Source: an optimization exercise on an open RTL-to-GDS flow (aim: small area and a short achievable clock period). Production flows keep margins and buffers that such runs may drop.
In this exercise RTL edits were held to simulation tests only and were not proved equivalent to the original.

// csc_top
module csc_top (
	input logic CLOCK_50_I,
	input logic resetn,
	input logic start,
	output logic busy,
	output logic done,
	output csc_pkg::sram_addr_t sram_addr,
	output csc_pkg::sram_word_t sram_wdata,
	output logic sram_we_n,
	input csc_pkg::sram_word_t sram_rdata
);
Settings: LEC_CHECK=0, CAP_MARGIN=20, CORE_MARGIN=2, CORE_UTILIZATION=50, CTS_BUF_LIST=sky130_fd_sc_hd__clkbuf_4 sky130_fd_sc_hd__clkbuf_8, SLEW_MARGIN=20; clock period 10.0 ns.
standard.sh (not shown) runs the stock make flow with config.mk's settings and CLKGATE_MAP_FILE= SYNTH_SCRIPT=/design/flow/synth_recipe.tcl, a recipe that flattens the netlist after the stock synthesis.
==> flow/flow/run.sh <==
#!/bin/bash
set -u
export SETUP_SLACK_MARGIN=6.8
export BUFFER_PORTS_ARGS="-buffer_cell sky130_fd_sc_hd__buf_4"
bash standard.sh > standard_flow.log 2>&1
The baseline ran to the end with no violations.
Testbench counts at the start, summed over its fixed seeds: frame cycles 1,536,248.
Rerun with:
Settings changed: CTS_BUF_LIST sky130_fd_sc_hd__clkbuf_4 sky130_fd_sc_hd__clkbuf_8 to not set.
Outcome: The new run went through all stages and came out clean. Routed wire length falls by 0.89%. Sequential share of layout area rises by 0.13 points. Setup slack improves by 24 ps. Sequential cell count stays the same. Via count falls by 0.97%. Final cell count decreases by 2.0%. Die area is unchanged. Global-route usage decreases by 0.12 points. First-iteration DRC count came out lower by 3.5%.
Rerun with:
Settings changed: CORE_UTILIZATION 50 to 65.
- non-clock buffer count increases by 8
- die area goes down by about 23%
- count of clock-buffer cells in the layout drops by 9
- hold slack barely changes
- via count is higher by 2.3%
- global-route usage climbs by 6.0 points
Rerun with:
==> flow/run.sh (new file) <==
#!/bin/bash
# synth_recipe.tcl (not shown) runs the flow's synth.tcl, then flattens the netlist and writes it again
# the make line also repeats each setting of config.mk as NAME=value (left out here)
make -C /OpenROAD-flow-scripts/flow DESIGN_CONFIG=/design/flow/config.mk WORK_HOME=/design/flow/orfs CLKGATE_MAP_FILE= SYNTH_SCRIPT=/design/flow/synth_recipe.tcl finish
Settings changed: CORE_UTILIZATION 65 to 50, SETUP_SLACK_MARGIN set to 5.
removed: flow/flow/run.sh
removed: flow/standard.sh
Global-route usage decreases by 6.5 points.
Final area decreases by 3.0%.
Cell count increases by 3.5%.
Via count decreases by 4.3%.
Wire length decreases by 4.5%.
Worst hold slack gains 5.5 ps.
Core utilization decreases by 19 points.
Maximum frequency decreases by 13%.
Die area increases by 29%.
Clock skew barely changes.
Rerun with:
==> flow/flow/run.sh (new file) <==
#!/bin/bash
set -u
export SETUP_SLACK_MARGIN=6.8
export BUFFER_PORTS_ARGS="-buffer_cell sky130_fd_sc_hd__buf_4"
bash standard.sh > standard_flow.log 2>&1
==> flow/standard.sh (new file) <==
#!/bin/bash
# synth_recipe.tcl (not shown) runs the flow's synth.tcl, then flattens the netlist and writes it again
# the make line also repeats each setting of config.mk as NAME=value (left out here)
make -C /OpenROAD-flow-scripts/flow DESIGN_CONFIG=/design/flow/config.mk WORK_HOME=/design/flow/orfs CLKGATE_MAP_FILE= SYNTH_SCRIPT=/design/flow/synth_recipe.tcl "${@:-finish}"
Settings changed: CTS_BUF_LIST set to sky130_fd_sc_hd__clkbuf_8, CTS_CLUSTER_DIAMETER set to 60, CTS_CLUSTER_SIZE set to 18, SETUP_SLACK_MARGIN 5 to not set.
removed: flow/run.sh
Effect:
- wire length goes up by about 2.5%
- design area goes up by about 1.2%
- synthesized cell count does not change


csc_top again, from the RTL that the note above started with.
==> flow/design.v (excerpt) <==
module csc_top (
	input logic CLOCK_50_I,
	input logic resetn,
	input logic start,
	output logic busy,
	output logic done,
	output csc_pkg::sram_addr_t sram_addr,
	output csc_pkg::sram_word_t sram_wdata,
	output logic sram_we_n,
	input csc_pkg::sram_word_t sram_rdata
);
clock: 10.0 ns
lec_check: 0
cap_margin: 20
core_margin: 2
core_utilization: 50
cts_buf_list: sky130_fd_sc_hd__clkbuf_8 sky130_fd_sc_hd__clkbuf_16
cts_cluster_diameter: 100
cts_cluster_size: 24
slew_margin: 20
==> flow/flow/run.sh <==
#!/bin/bash
set -u
export SETUP_SLACK_MARGIN=6.8
export BUFFER_PORTS_ARGS="-buffer_cell sky130_fd_sc_hd__buf_4"
bash standard.sh > standard_flow.log 2>&1
The first run produced a clean layout.
Testbench counts at the start, summed over its fixed seeds: frame cycles 1,536,248.
Next try:
--- a/flow/config.mk
+++ b/flow/config.mk
@@ -11,3 +11 @@
-export CTS_BUF_LIST = sky130_fd_sc_hd__clkbuf_8 sky130_fd_sc_hd__clkbuf_16
-export CTS_CLUSTER_DIAMETER = 100
-export CTS_CLUSTER_SIZE = 24
+export CTS_BUF_LIST = sky130_fd_sc_hd__clkbuf_8
=> The new run went through all stages and came out clean. Worst setup slack loses 0.036 ns. Clock-buffer cell count grows by 70. Wire length went up by 2.5%. Non-clock buffer count grows by 8. Fmax fell by 1.1%. Area after synthesis is unchanged. Sequential share of layout area shrinks by 1.4 points. Cell area goes up by 4.0%. Register-to-register slack barely changes.

## re-timing with driven ports
Ports are ideal in the flow. The routed layouts listed here were re-timed in OpenROAD. Step 1: set_driving_cell puts a clkbuf_16 on CLOCK_50_I and a buf_2 on each other input, an assumption about the parent block. Step 2 times the ports against the registers' clock, not the clock port: input delays grow and output delays shrink by t, the midpoint of the rising clock arrivals with the driver on. a / b / c = no drivers / after step 1 / after step 2; a / b = the first two.
| run | shift t [ns] | slack for setup (ns) | hold slack, ns | cell pins on the clock port's net |
|---|---|---|---|---|
| the first run of note 1 | 0.703 | 6.686 / 6.630 / 6.731 | 0.378 / 0.378 / 0.378 | 1 |
| the second run of note 1 | 0.670 | 6.709 / 6.659 / 6.709 | 0.379 / 0.379 / 0.379 | 1 |
| the third run of note 1 | 0.657 | 6.693 / 6.693 / 6.693 | 0.377 / 0.377 / 0.377 | 1 |
| the fourth run of note 1 | 0.654 | 6.194 / 6.194 / 6.194 | 0.382 / 0.382 / 0.382 | 1 |
| the fifth run of note 1 | 0.692 | 6.657 / 6.604 / 6.736 | 0.383 / 0.383 / 0.383 | 1 |
| the first run of note 2 | 0.625 | 6.723 / 6.704 / 6.723 | 0.384 / 0.384 / 0.384 | 1 |
| the second run of note 2 | 0.702 | 6.687 / 6.632 / 6.728 | 0.378 / 0.378 / 0.378 | 1 |
After both steps every run listed still meets setup and hold.
